Background: an optimization exercise with open tools, aiming at small area, a short achievable clock period and few clock cycles per item. Do not read the settings as production practice.
No functional check of the RTL was part of any run shown here.

==> flow/design.v (outline; a module is shown in full before it is edited, if it fits) <==
// module mac_fa: 10 lines
// module mac_aoi21: 3 lines
// module mac_oai21: 3 lines
// module mac_nand2: 3 lines
// module mac_nor2: 3 lines
// module mac_xnor2: 3 lines
// module mac_or2: 3 lines
// module mac_ha: 9 lines
// module wallace_mac: 2001 lines
module wallace_mac (
    input  wire        clk,
    input  wire        arst_n,
    input  wire        req,
    output logic       ack,
    input  wire [15:0] a,
    input  wire [15:0] b,
    input  wire [31:0] acc,
    input  wire        cin,
    output logic [32:0] result
);
  // ...
==> flow/flow/run.sh <==
#!/bin/bash
# The standard layout (the standard.sh: ORFS synthesis and place and route,
# unchanged), except that the port buffers that global placement inserts on
# every input and output use a plain buffer cell rather than the delay cell
# the resizer would pick by default.
set -euo pipefail
export BUFFER_PORTS_ARGS="-buffer_cell ${PORT_BUFFER:-sky130_fd_sc_hd__buf_2}"
bash standard.sh > standard_flow.log 2>&1
==> flow/standard.sh <==
#!/bin/bash
# synth_recipe.tcl (not shown) runs the flow's synth.tcl, then flattens the netlist and writes it again
# the make line also repeats each setting of config.mk as NAME=value (left out here)
make -C /OpenROAD-flow-scripts/flow DESIGN_CONFIG=/design/flow/config.mk WORK_HOME=/design/flow/orfs CLKGATE_MAP_FILE= SYNTH_SCRIPT=/design/flow/synth_recipe.tcl "${@:-finish}"
==> flow/config.mk <==
export PLATFORM = sky130hd
export DESIGN_NAME = wallace_mac
export DESIGN_NICKNAME = wallace_mac
export VERILOG_FILES = /design/flow/design.v
export SDC_FILE = /design/flow/constraint.sdc
export NUM_CORES = 4
export LEC_CHECK = 0
export CAP_MARGIN = 20
export CORE_MARGIN = 2
export CORE_UTILIZATION = 40
export CTS_BUF_LIST = sky130_fd_sc_hd__clkbuf_8
export SETUP_SLACK_MARGIN = 2.0
export SLEW_MARGIN = 20
export SYNTH_HIERARCHICAL = 1
export SYNTH_MINIMUM_KEEP_SIZE = 0
==> flow/constraint.sdc <==
create_clock -name core_clock -period 6.0 [get_ports {clk}]
set_input_delay 1.2000 -clock core_clock [delete_from_list [all_inputs] [get_ports {clk}]]
set_output_delay 1.2000 -clock core_clock [all_outputs]
set_load 0.01 [all_outputs]
==> flow_metrics.env, run 1 <==
export IMPL_worstHoldPathType="input port to asynchronous set/reset pin"
export IMPL_setup_ws_ns=2.07
export IMPL_cp_buffers_inverters=3
export IMPL_multi_input_area_sq_um=7500
export IMPL_antenna_found_initial=1
export IMPL_yosysTopAreaCell="fa_1"
export IMPL_final_common_cell="nand2_1"
export IMPL_nNetsFinal=1301
export IMPL_top_layer_used="met4"
export IMPL_min_period_ns=3.93
export IMPL_status="finished clean"
export IMPL_die_area_sq_um=25900
export IMPL_startpoint="r_fs_145"
export IMPL_most_common_layout_cells="270 x nand2_1, 225 x fa_1, 89 x buf_2"
export IMPL_use_met1_pct=24.8
export IMPL_met3RoutedLength_mm=1.44
export IMPL_final_util_pct=43.1
export IMPL_clkCellAreaFrac_pct=2.00
export IMPL_yosysMostFrequentCell="nand2_1"
export IMPL_drc=0
export IMPL_clkbuf_count=10
export IMPL_grt_max_degree=18
export IMPL_slowest_stage="fa_1"
export IMPL_wl_met1_mm=9.68
export IMPL_rows=57
export IMPL_synth_top_area_share_pct=45.9
export IMPL_yosys_top_cells_area="fa_1 46%, dfxtp_1 14%, nand2_1 10%, buf_6 7.1%, a21oi_2 4.9%"
export IMPL_synth_warnings=7
export IMPL_ioPinCount=102
export IMPL_place_hpwl_mm=17.5
export IMPL_hold_viol=0
export IMPL_ys_flop_type="dfxtp_1"
export IMPL_cts_inserted_buffers=9
export IMPL_seq_area_share_pct=13.1
export IMPL_core_sq_um=24200
export IMPL_report_final_slew_viol_count=0
export IMPL_async_flop_share_pct=1.47
export IMPL_endpoint="result[30]"
==> run 2, diff against run 1 <==
--- a/flow/design.v
+++ b/flow/design.v
@@ -1103,16 +1103,28 @@
     wire s_25;
     wire s_26;
     wire s_27;
     wire s_28;
     wire s_29;
     wire s_30;
     wire s_31;
     wire s_32;
+    logic r_fc_148;
+    logic r_fs_150;
+    logic r_fc_149;
+    logic r_fs_152;
+    logic r_fc_150;
+    logic r_fc_151;
+    logic r_fs_137;
+    logic r_fc_179;
+    logic r_fs_180;
+    logic r_fs_139;
+    logic r_fc_180;
+    logic r_fs_181;
     logic r_fs_141;
     logic r_fc_181;
     logic r_fs_182;
     logic r_fs_143;
     logic r_fc_182;
     logic r_fs_183;
     logic r_fs_145;
     logic r_fc_183;
@@ -1120,66 +1132,61 @@
     logic r_fs_147;
     logic r_fc_184;
     logic r_fs_185;
     logic r_fs_149;
     logic r_fc_185;
     logic r_fs_186;
     logic r_fs_151;
     logic r_fc_186;
-    logic r_fs_187;
     logic r_fs_153;
-    logic r_fc_187;
-    logic r_fs_188;
     logic r_fs_155;
-    logic r_fc_188;
     logic r_fs_189;
     logic r_fc_155;
     logic r_fc_189;
     logic r_fs_190;
     logic r_fc_157;
     logic r_fs_191;
     logic r_fc_190;
+    logic r_fs_161;
+    logic r_fc_191;
+    logic r_fs_192;
+    logic r_fs_163;
+    logic r_fc_192;
+    logic r_fs_193;
     logic r_fs_199;
     logic r_fc_203;
     logic r_fs_204;
     logic r_fc_204;
     logic r_fs_205;
     logic r_fc_205;
     logic r_fs_206;
     logic r_fc_206;
-    logic r_fs_207;
-    logic r_fc_207;
-    logic r_fs_208;
-    logic r_fc_208;
-    logic r_fs_219;
-    logic r_fc_219;
-    logic r_fs_220;
-    logic r_fc_220;
     logic r_fs_221;
     logic r_fs_222;
     logic r_fc_221;
     logic r_fs_223;
     logic r_fc_222;
     logic r_fs_224;
     logic r_fc_223;
     logic r_fs_225;
     logic r_fc_224;
     logic r_fs_226;
     logic r_fc_225;
     logic r_nacc_31;
     logic r_fc_226;
     logic r_G3_7;
     logic r_p0_1;
+    logic r_p0_7;
+    logic r_G3_6;
     logic r_s_2;
     logic r_s_3;
     logic r_s_4;
     logic r_s_5;
     logic r_s_6;
-    logic r_s_7;
     assign pp_0_0 = ~(a[0] & b[0]);
     assign pp_0_1 = ~(a[0] & b[1]);
     assign pp_0_2 = ~(a[0] & b[2]);
     assign pp_0_3 = ~(a[0] & b[3]);
     assign pp_0_4 = ~(a[0] & b[4]);
     assign pp_0_5 = ~(a[0] & b[5]);
     assign pp_0_6 = ~(a[0] & b[6]);
     assign pp_0_7 = ~(a[0] & b[7]);
@@ -1669,18 +1676,16 @@
     mac_fa u_fa_179 (.x(fc_132), .y(fs_134), .z(fc_133), .s(fs_179), .c(fc_179));
     mac_fa u_fa_180 (.x(fc_134), .y(fs_136), .z(fc_135), .s(fs_180), .c(fc_180));
     mac_fa u_fa_181 (.x(fc_136), .y(fc_137), .z(fs_138), .s(fs_181), .c(fc_181));
     mac_fa u_fa_182 (.x(fc_138), .y(fs_140), .z(fc_139), .s(fs_182), .c(fc_182));
     mac_fa u_fa_183 (.x(fc_140), .y(fs_142), .z(fc_141), .s(fs_183), .c(fc_183));
     mac_fa u_fa_184 (.x(fc_142), .y(fs_144), .z(fc_143), .s(fs_184), .c(fc_184));
     mac_fa u_fa_185 (.x(fc_144), .y(fc_145), .z(fs_146), .s(fs_185), .c(fc_185));
     mac_fa u_fa_186 (.x(fc_146), .y(fs_148), .z(fc_147), .s(fs_186), .c(fc_186));
-    mac_fa u_fa_187 (.x(fc_148), .y(fs_150), .z(fc_149), .s(fs_187), .c(fc_187));
-    mac_fa u_fa_188 (.x(fs_152), .y(fc_150), .z(fc_151), .s(fs_188), .c(fc_188));
     mac_fa u_fa_189 (.x(fc_152), .y(fs_154), .z(fc_153), .s(fs_189), .c(fc_189));
     mac_fa u_fa_190 (.x(fc_154), .y(fs_156), .z(fs_157), .s(fs_190), .c(fc_190));
     mac_fa u_fa_191 (.x(fc_156), .y(fs_158), .z(fs_159), .s(fs_191), .c(fc_191));
     mac_fa u_fa_192 (.x(fs_160), .y(fc_158), .z(fc_159), .s(fs_192), .c(fc_192));
     mac_fa u_fa_193 (.x(fc_160), .y(fs_162), .z(fc_161), .s(fs_193), .c(fc_193));
     mac_fa u_fa_194 (.x(fc_162), .y(fs_164), .z(fs_165), .s(fs_194), .c(fc_194));
     mac_fa u_fa_195 (.x(fs_166), .y(fc_164), .z(fs_167), .s(fs_195), .c(fc_195));
     mac_fa u_fa_196 (.x(fc_166), .y(fs_168), .z(fc_167), .s(fs_196), .c(fc_196));
@@ -1695,20 +1700,16 @@
     mac_xnor2 u_ha_15s (.a(fc_172), .b(fs_173), .y(hs_15));
     mac_or2 u_ha_15c (.a(fc_172), .b(fs_173), .y(hc_15));
     mac_fa u_fa_201 (.x(hs_10), .y(fc_173), .z(fs_174), .s(fs_201), .c(fc_201));
     mac_fa u_fa_202 (.x(fc_174), .y(fs_128), .z(fs_175), .s(fs_202), .c(fc_202));
     mac_fa u_fa_203 (.x(fs_129), .y(fc_175), .z(fs_176), .s(fs_203), .c(fc_203));
     mac_fa u_fa_204 (.x(fc_176), .y(fs_131), .z(fs_177), .s(fs_204), .c(fc_204));
     mac_fa u_fa_205 (.x(fc_177), .y(fs_133), .z(fs_178), .s(fs_205), .c(fc_205));
     mac_fa u_fa_206 (.x(fs_135), .y(fc_178), .z(fs_179), .s(fs_206), .c(fc_206));
-    mac_fa u_fa_207 (.x(fs_137), .y(fc_179), .z(fs_180), .s(fs_207), .c(fc_207));
-    mac_fa u_fa_208 (.x(fs_139), .y(fc_180), .z(fs_181), .s(fs_208), .c(fc_208));
-    mac_fa u_fa_219 (.x(fs_161), .y(fc_191), .z(fs_192), .s(fs_219), .c(fc_219));
-    mac_fa u_fa_220 (.x(fs_163), .y(fc_192), .z(fs_193), .s(fs_220), .c(fc_220));
     mac_fa u_fa_221 (.x(fc_163), .y(fc_193), .z(fs_194), .s(fs_221), .c(fc_221));
     mac_fa u_fa_222 (.x(fc_165), .y(fs_195), .z(fc_194), .s(fs_222), .c(fc_222));
     mac_fa u_fa_223 (.x(fs_169), .y(fc_195), .z(fs_196), .s(fs_223), .c(fc_223));
     mac_fa u_fa_224 (.x(fc_169), .y(fs_197), .z(fc_196), .s(fs_224), .c(fc_224));
     mac_fa u_fa_225 (.x(fc_170), .y(fs_198), .z(fc_197), .s(fs_225), .c(fc_225));
     mac_fa u_fa_226 (.x(nacc_30), .y(pp_15_15), .z(fc_198), .s(fs_226), .c(fc_226));
     assign g0_1 = fc_199 & fs_200;
     assign p0_1 = fc_199 ^ fs_200;
@@ -1746,18 +1747,29 @@
     assign i_P2_6 = ~P2_6;
     mac_aoi21 u_G3_6 (.a(i_P2_6), .b(G2_3), .c(i_G2_6), .y(G3_6));
     mac_aoi21 u_G3_7 (.a(P2_7), .b(G2_3), .c(G2_7), .y(G3_7));
     assign s_2 = ~(p0_2 ^ G1_1);
     assign s_3 = p0_3 ^ G2_2;
     assign s_4 = ~(p0_4 ^ G2_3);
     assign s_5 = p0_5 ^ G3_4;
     assign s_6 = p0_6 ^ G3_5;
-    assign s_7 = p0_7 ^ G3_6;
     always_ff @(posedge clk) begin
+        r_fc_148 <= fc_148;
+        r_fs_150 <= fs_150;
+        r_fc_149 <= fc_149;
+        r_fs_152 <= fs_152;
+        r_fc_150 <= fc_150;
+        r_fc_151 <= fc_151;
+        r_fs_137 <= fs_137;
+        r_fc_179 <= fc_179;
+        r_fs_180 <= fs_180;
+        r_fs_139 <= fs_139;
+        r_fc_180 <= fc_180;
+        r_fs_181 <= fs_181;
         r_fs_141 <= fs_141;
         r_fc_181 <= fc_181;
         r_fs_182 <= fs_182;
         r_fs_143 <= fs_143;
         r_fc_182 <= fc_182;
         r_fs_183 <= fs_183;
         r_fs_145 <= fs_145;
         r_fc_183 <= fc_183;
@@ -1765,90 +1777,91 @@
         r_fs_147 <= fs_147;
         r_fc_184 <= fc_184;
         r_fs_185 <= fs_185;
         r_fs_149 <= fs_149;
         r_fc_185 <= fc_185;
         r_fs_186 <= fs_186;
         r_fs_151 <= fs_151;
         r_fc_186 <= fc_186;
-        r_fs_187 <= fs_187;
         r_fs_153 <= fs_153;
-        r_fc_187 <= fc_187;
-        r_fs_188 <= fs_188;
         r_fs_155 <= fs_155;
-        r_fc_188 <= fc_188;
         r_fs_189 <= fs_189;
         r_fc_155 <= fc_155;
         r_fc_189 <= fc_189;
         r_fs_190 <= fs_190;
         r_fc_157 <= fc_157;
         r_fs_191 <= fs_191;
         r_fc_190 <= fc_190;
+        r_fs_161 <= fs_161;
+        r_fc_191 <= fc_191;
+        r_fs_192 <= fs_192;
+        r_fs_163 <= fs_163;
+        r_fc_192 <= fc_192;
+        r_fs_193 <= fs_193;
         r_fs_199 <= fs_199;
         r_fc_203 <= fc_203;
         r_fs_204 <= fs_204;
         r_fc_204 <= fc_204;
         r_fs_205 <= fs_205;
         r_fc_205 <= fc_205;
         r_fs_206 <= fs_206;
         r_fc_206 <= fc_206;
-        r_fs_207 <= fs_207;
-        r_fc_207 <= fc_207;
-        r_fs_208 <= fs_208;
-        r_fc_208 <= fc_208;
-        r_fs_219 <= fs_219;
-        r_fc_219 <= fc_219;
-        r_fs_220 <= fs_220;
-        r_fc_220 <= fc_220;
         r_fs_221 <= fs_221;
         r_fs_222 <= fs_222;
         r_fc_221 <= fc_221;
         r_fs_223 <= fs_223;
         r_fc_222 <= fc_222;
         r_fs_224 <= fs_224;
         r_fc_223 <= fc_223;
         r_fs_225 <= fs_225;
         r_fc_224 <= fc_224;
         r_fs_226 <= fs_226;
         r_fc_225 <= fc_225;
         r_nacc_31 <= nacc_31;
         r_fc_226 <= fc_226;
         r_G3_7 <= G3_7;
         r_p0_1 <= p0_1;
+        r_p0_7 <= p0_7;
+        r_G3_6 <= G3_6;
         r_s_2 <= s_2;
         r_s_3 <= s_3;
         r_s_4 <= s_4;
         r_s_5 <= s_5;
         r_s_6 <= s_6;
-        r_s_7 <= s_7;
     end
+    mac_fa u_fa_187 (.x(r_fc_148), .y(r_fs_150), .z(r_fc_149), .s(fs_187), .c(fc_187));
+    mac_fa u_fa_188 (.x(r_fs_152), .y(r_fc_150), .z(r_fc_151), .s(fs_188), .c(fc_188));
+    mac_fa u_fa_207 (.x(r_fs_137), .y(r_fc_179), .z(r_fs_180), .s(fs_207), .c(fc_207));
+    mac_fa u_fa_208 (.x(r_fs_139), .y(r_fc_180), .z(r_fs_181), .s(fs_208), .c(fc_208));
     mac_fa u_fa_209 (.x(r_fs_141), .y(r_fc_181), .z(r_fs_182), .s(fs_209), .c(fc_209));
     mac_fa u_fa_210 (.x(r_fs_143), .y(r_fc_182), .z(r_fs_183), .s(fs_210), .c(fc_210));
     mac_fa u_fa_211 (.x(r_fs_145), .y(r_fc_183), .z(r_fs_184), .s(fs_211), .c(fc_211));
     mac_fa u_fa_212 (.x(r_fs_147), .y(r_fc_184), .z(r_fs_185), .s(fs_212), .c(fc_212));
     mac_fa u_fa_213 (.x(r_fs_149), .y(r_fc_185), .z(r_fs_186), .s(fs_213), .c(fc_213));
-    mac_fa u_fa_214 (.x(r_fs_151), .y(r_fc_186), .z(r_fs_187), .s(fs_214), .c(fc_214));
-    mac_fa u_fa_215 (.x(r_fs_153), .y(r_fc_187), .z(r_fs_188), .s(fs_215), .c(fc_215));
-    mac_fa u_fa_216 (.x(r_fs_155), .y(r_fc_188), .z(r_fs_189), .s(fs_216), .c(fc_216));
+    mac_fa u_fa_214 (.x(r_fs_151), .y(r_fc_186), .z(fs_187), .s(fs_214), .c(fc_214));
+    mac_fa u_fa_215 (.x(r_fs_153), .y(fc_187), .z(fs_188), .s(fs_215), .c(fc_215));
+    mac_fa u_fa_216 (.x(r_fs_155), .y(fc_188), .z(r_fs_189), .s(fs_216), .c(fc_216));
     mac_fa u_fa_217 (.x(r_fc_155), .y(r_fc_189), .z(r_fs_190), .s(fs_217), .c(fc_217));
     mac_fa u_fa_218 (.x(r_fc_157), .y(r_fs_191), .z(r_fc_190), .s(fs_218), .c(fc_218));
+    mac_fa u_fa_219 (.x(r_fs_161), .y(r_fc_191), .z(r_fs_192), .s(fs_219), .c(fc_219));
+    mac_fa u_fa_220 (.x(r_fs_163), .y(r_fc_192), .z(r_fs_193), .s(fs_220), .c(fc_220));
     assign p0_0 = ~r_fs_199;
     assign g0_8 = r_fc_203 & r_fs_204;
     assign p0_8 = r_fc_203 ^ r_fs_204;
     assign g0_9 = r_fc_204 & r_fs_205;
     assign p0_9 = r_fc_204 ^ r_fs_205;
     assign g0_10 = r_fc_205 & r_fs_206;
     assign p0_10 = r_fc_205 ^ r_fs_206;
-    assign g0_11 = r_fc_206 & r_fs_207;
-    assign p0_11 = r_fc_206 ^ r_fs_207;
-    assign g0_12 = r_fc_207 & r_fs_208;
-    assign p0_12 = r_fc_207 ^ r_fs_208;
-    assign g0_13 = r_fc_208 & fs_209;
-    assign p0_13 = r_fc_208 ^ fs_209;
+    assign g0_11 = r_fc_206 & fs_207;
+    assign p0_11 = r_fc_206 ^ fs_207;
+    assign g0_12 = fc_207 & fs_208;
+    assign p0_12 = fc_207 ^ fs_208;
+    assign g0_13 = fc_208 & fs_209;
+    assign p0_13 = fc_208 ^ fs_209;
     assign g0_14 = fc_209 & fs_210;
     assign p0_14 = fc_209 ^ fs_210;
     assign g0_15 = fc_210 & fs_211;
     assign p0_15 = fc_210 ^ fs_211;
     assign g0_16 = fc_211 & fs_212;
     assign p0_16 = fc_211 ^ fs_212;
     assign g0_17 = fc_212 & fs_213;
     assign p0_17 = fc_212 ^ fs_213;
@@ -1857,22 +1870,22 @@
     assign g0_19 = fc_214 & fs_215;
     assign p0_19 = fc_214 ^ fs_215;
     assign g0_20 = fc_215 & fs_216;
     assign p0_20 = fc_215 ^ fs_216;
     assign g0_21 = fc_216 & fs_217;
     assign p0_21 = fc_216 ^ fs_217;
     assign g0_22 = fs_218 & fc_217;
     assign p0_22 = fs_218 ^ fc_217;
-    assign g0_23 = fc_218 & r_fs_219;
-    assign p0_23 = fc_218 ^ r_fs_219;
-    assign g0_24 = r_fc_219 & r_fs_220;
-    assign p0_24 = r_fc_219 ^ r_fs_220;
-    assign g0_25 = r_fc_220 & r_fs_221;
-    assign p0_25 = r_fc_220 ^ r_fs_221;
+    assign g0_23 = fc_218 & fs_219;
+    assign p0_23 = fc_218 ^ fs_219;
+    assign g0_24 = fc_219 & fs_220;
+    assign p0_24 = fc_219 ^ fs_220;
+    assign g0_25 = fc_220 & r_fs_221;
+    assign p0_25 = fc_220 ^ r_fs_221;
     assign g0_26 = r_fs_222 & r_fc_221;
     assign p0_26 = r_fs_222 ^ r_fc_221;
     assign g0_27 = r_fs_223 & r_fc_222;
     assign p0_27 = r_fs_223 ^ r_fc_222;
     assign g0_28 = r_fs_224 & r_fc_223;
     assign p0_28 = r_fs_224 ^ r_fc_223;
     assign g0_29 = r_fs_225 & r_fc_224;
     assign p0_29 = r_fs_225 ^ r_fc_224;
@@ -2025,16 +2038,17 @@
     mac_aoi21 u_G5_26 (.a(P4_26), .b(G4_15), .c(G4_26), .y(G5_26));
     mac_aoi21 u_G5_27 (.a(P4_27), .b(G4_15), .c(G4_27), .y(G5_27));
     mac_aoi21 u_G5_28 (.a(P4_28), .b(G4_15), .c(G4_28), .y(G5_28));
     mac_aoi21 u_G5_29 (.a(P4_29), .b(G4_15), .c(G4_29), .y(G5_29));
     mac_aoi21 u_G5_30 (.a(P4_30), .b(G4_15), .c(G4_30), .y(G5_30));
     mac_aoi21 u_G5_31 (.a(P4_31), .b(G4_15), .c(G4_31), .y(G5_31));
     assign s_0 = ~(p0_0 ^ 1'b1);
     assign s_1 = ~(r_p0_1 ^ 1'b1);
+    assign s_7 = r_p0_7 ^ r_G3_6;
     assign s_8 = p0_8 ^ r_G3_7;
     assign s_9 = ~(p0_9 ^ G4_8);
     assign s_10 = ~(p0_10 ^ G4_9);
     assign s_11 = ~(p0_11 ^ G4_10);
     assign s_12 = ~(p0_12 ^ G4_11);
     assign s_13 = ~(p0_13 ^ G4_12);
     assign s_14 = ~(p0_14 ^ G4_13);
     assign s_15 = ~(p0_15 ^ G4_14);
@@ -2050,11 +2064,11 @@
     assign s_25 = p0_25 ^ G5_24;
     assign s_26 = p0_26 ^ G5_25;
     assign s_27 = p0_27 ^ G5_26;
     assign s_28 = p0_28 ^ G5_27;
     assign s_29 = p0_29 ^ G5_28;
     assign s_30 = p0_30 ^ G5_29;
     assign s_31 = p0_31 ^ G5_30;
     assign s_32 = 1'b0 ^ G5_31;
-    assign result = {s_32, s_31, s_30, s_29, s_28, s_27, s_26, s_25, s_24, s_23, s_22, s_21, s_20, s_19, s_18, s_17, s_16, s_15, s_14, s_13, s_12, s_11, s_10, s_9, s_8, r_s_7, r_s_6, r_s_5, r_s_4, r_s_3, r_s_2, s_1, s_0};
+    assign result = {s_32, s_31, s_30, s_29, s_28, s_27, s_26, s_25, s_24, s_23, s_22, s_21, s_20, s_19, s_18, s_17, s_16, s_15, s_14, s_13, s_12, s_11, s_10, s_9, s_8, s_7, r_s_6, r_s_5, r_s_4, r_s_3, r_s_2, s_1, s_0};
 endmodule
 `default_nettype wire
==> run 2 against run 1 <==
Via count is 2.2% higher; synthesized area rose by 1.4%; worst setup slack worse by 0.33 ns; cell area is 0.83% higher; critical path type unchanged.
==> flow_metrics.env, run 2 <==
export IMPL_status="finished clean"
export IMPL_synth_commonest_cells="274 x nand2_1, 226 x fa_1, 77 x inv_1"
export IMPL_grt_use_total_pct=18.4
export IMPL_final_util_pct=43.1
export IMPL_antenna_found_initial=4
export IMPL_cp_required_ns=4.80
export IMPL_cp_max_fo=5
export IMPL_worstHoldPathType="input port to asynchronous set/reset pin"
export IMPL_yosys_top_cells_area="fa_1 45%, dfxtp_1 15%, nand2_1 10%, buf_6 7.0%, a21oi_2 4.8%"
export IMPL_drc=0
export IMPL_clk_pin_slew_ns=0.10
export IMPL_post_drt_wl_per_cell_um=17.9
export IMPL_synthCells=953
export IMPL_cp_start_kind="register"
export IMPL_fill_cells=2364
export IMPL_hold_buffers=0
export IMPL_finalSetupViolations=0
export IMPL_dieWidth_um=162
export IMPL_min_period_ns=4.26
export IMPL_synth_xor_area_share_pct=3.94
export IMPL_synth_mux_area_share_pct=0
export IMPL_fin_cells=1310
export IMPL_grt_pass1_wl_mm=36.9
export IMPL_final_common_cell="nand2_1"
export IMPL_tightest_slew_ns=0.576
export IMPL_grt_pass1_vias=6959
export IMPL_criticalPathCategory="register to output port"
export IMPL_start_util_pct=40.9
export IMPL_ys_flop_type="dfxtp_1"
export IMPL_grt_max_degree=18
export IMPL_place_hpwl_mm=17.5
export IMPL_hold_ws_ns=0.562
export IMPL_fmax_ghz=0.235
export IMPL_synth_top_family_by_area="adder cells"
export IMPL_layout_drive_gt1_share_pct=22.9
export IMPL_grt_overflow_total=0
export IMPL_max_cap_violations=0
export IMPL_ys_ff_latch=75
export IMPL_yosysSeqAreaShare_pct=15.1
export IMPL_preCtsSetupSlack_ns=1.68
export IMPL_rows=57
export IMPL_crit_path_end_kind="output port"
export IMPL_nNetsFinal=1308
export IMPL_ioPinCount=102
export IMPL_synth_compound_area_share_pct=6.01
export IMPL_tns_ns=0
export IMPL_yosysTopAreaCell="fa_1"
export IMPL_cts_inserted_buffers=9
export IMPL_synthSimpleGateAreaFrac_pct=12.8
export IMPL_vias=6453
export IMPL_postRouteAntennaNets=0
export IMPL_synth_edf_count=0
export IMPL_tritoncts="built"
export IMPL_core_sq_um=24500
export IMPL_drt_initial_drc_count=363
export IMPL_cts_path_max_buffers=2
export IMPL_yosysMostFrequentCell="nand2_1"
export IMPL_period_share_pct=71.1
export IMPL_hold_viol=0
export IMPL_synthAdderAreaFrac_pct=49.5
export IMPL_async_flop_share_pct=1.33
export IMPL_routed_wl_mm=23.4
export IMPL_synth_top_area_share_pct=45.2
export IMPL_worstPathArrival_ns=3.06
export IMPL_most_common_layout_cells="271 x nand2_1, 223 x fa_1, 100 x buf_2"
export IMPL_dr_pass1_iters=5
export IMPL_place_inst=1282
export IMPL_cts_sinks=75
export IMPL_syn_area_sq_um=10000
export IMPL_report_final_slew_viol_count=0
export IMPL_synth_cell_type_count=16
export IMPL_synth_warnings=7
export IMPL_slew_headroom_pct=61.3
export IMPL_chipHeight_um=162
export IMPL_syn_nets=1281
export IMPL_cts_root_buf="clkbuf_8"
export IMPL_rsz0062_at_grt="yes"
export IMPL_io_buffers=101
export IMPL_setup_ws_ns=1.74
export IMPL_avgViaCountPerCell=4.93
export IMPL_synthToLayoutAreaGrowth_pct=5.36
export IMPL_synth_area_per_cell_sq_um=10.5
export IMPL_h_tree_depth=3
export IMPL_place_congestion=0.867
export IMPL_die_area_sq_um=26300
run 2: cell count changes in the layout (fill, tap and decap cells not counted), moves of 2 or more:
cell,previous run,this run
buf_2,89,100
clkbuf_4,12,1
a21oi_2,43,50
a21oi_4,13,6
dfxtp_1,65,72
clkinvlp_4,2,0
fa_1,225,223
fa_2,1,3
ha_2,2,0
o21ai_2,4,2
run 2: cell families after synthesis:
kind of cell               Yosys count
AOI/OAI and AO/OA                   79
buffers and inverters              174
xor gates and xnor gates            45
DFF                                 75
adders and majority gates          260
and+or+nand+nor                    320
run 2: stage by stage:
| step | cell area, sq um |
|---|---|
| 6_report | 10500 |
| 3_3_place_gp | 9940 |
| 2_1_floorplan | 10000 |
| 5_1_grt | 10500 |
| 4_1_cts | 10300 |
| 3_5_place_dp | 9940 |
run 2: how the worst max path moves through the flow:
stage	from	endpoint	slack, ns	cells past startpoint
2_1_floorplan	r_fs_150	result[26]	2.00	10
3_5_place_dp	r_fs_150	result[29]	1.68	10
4_1_cts	r_fc_150	result[31]	1.69	11
3_3_place_gp	b[4]	r_G3_7	1.72	10
5_1_grt	r_fc_150	result[28]	1.57	11
6_report	r_fc_150	result[31]	1.74	11
run 2: final cells by class:
class	instances	area, sq um	area share (%)
Multi-Input combinational cell	705	7470	70.9
Sequential cell	75	1510	14.3
Timing Repair Buffer	112	663	6.29
Tap cell	324	405	3.85
Inverter	77	289	2.74
Clock buffer	10	138	1.31
Clock inverter	5	61.3	0.582
Antenna cell	2	5.00	0.0475
run 2: routing by layer:
metal / wire [um] / vias to the layer above / share of wire [%] / track usage [%]
met2: 11400 / 238 / 48 / 30.5
met3: 1550 / 31 / 6.6 / 3.73
met4: 469 / 4 / 2.0 / 5.71
met5: 22 / - / 0.094 / 0
li1: - / 2862 / - / -
met1: 10000 / 3318 / 43 / 24.5
run 2: Yosys stat by module, one instance, submodules excluded, excerpt:
| module | cells inside | times used | area, sq um |
|---|---|---|---|
| mac_aoi21 | 1 | 55 | 8.76 |
| mac_fa | 1 | 226 | 20.0 |
| mac_nor2 | 1 | 15 | 3.75 |
| mac_oai21 | 1 | 24 | 5.00 |
| mac_or2 | 1 | 15 | 6.26 |
| wallace_mac | 569 | 1 | 4470 |
run 2: worst max-delay path, stage by stage, from the launching register on:
cell and delay [ns]:
dfxtp_2 0.33, fa_1 0.55, fa_1 0.45, ha_4 0.26
a21oi_4 0.14, o21ai_4 0.08, buf_12 0.14, a21oi_4 0.22
o21ai_1 0.10, a21oi_2 0.12, xor2_1 0.15, buf_2 0.15
run 2: repair_timing:
action	in CTS	in global routing
setup buffers	4	4
pin swaps	9	11
resized for setup	24	18
cloned	1	2
setup endpoints to repair	17	18

## separate check: timing with driven ports
In the flow no input, the clock included, has a driving cell. The finished layouts below were timed again as built, in two steps.
Step 1, drivers: a clkbuf_16 drives clk and a buf_2 each remaining input, both assumed.
Step 2, shift: input delay + t, output delay - t, t = (earliest + latest rising clock arrival at the registers) / 2. This alone moves slack from input paths to output paths.
a / b / c = ideal ports / drivers / drivers and shift; a / b = the first two.
run | t, ns | setup WS [ns] | worst setup path after step 2 | worst data-port slew with drivers (ns)
run 1 | 0.415 | 2.068 / 2.023 / 1.733 | input to register | 0.06
run 2 | 0.415 | 1.737 / 1.696 / 1.676 | input to register | 0.06
After both steps setup and hold are still met in every run listed. For run 1, which loses most, drivers alone change the setup slack by -0.045 ns; drivers and shift together by -0.335 ns.
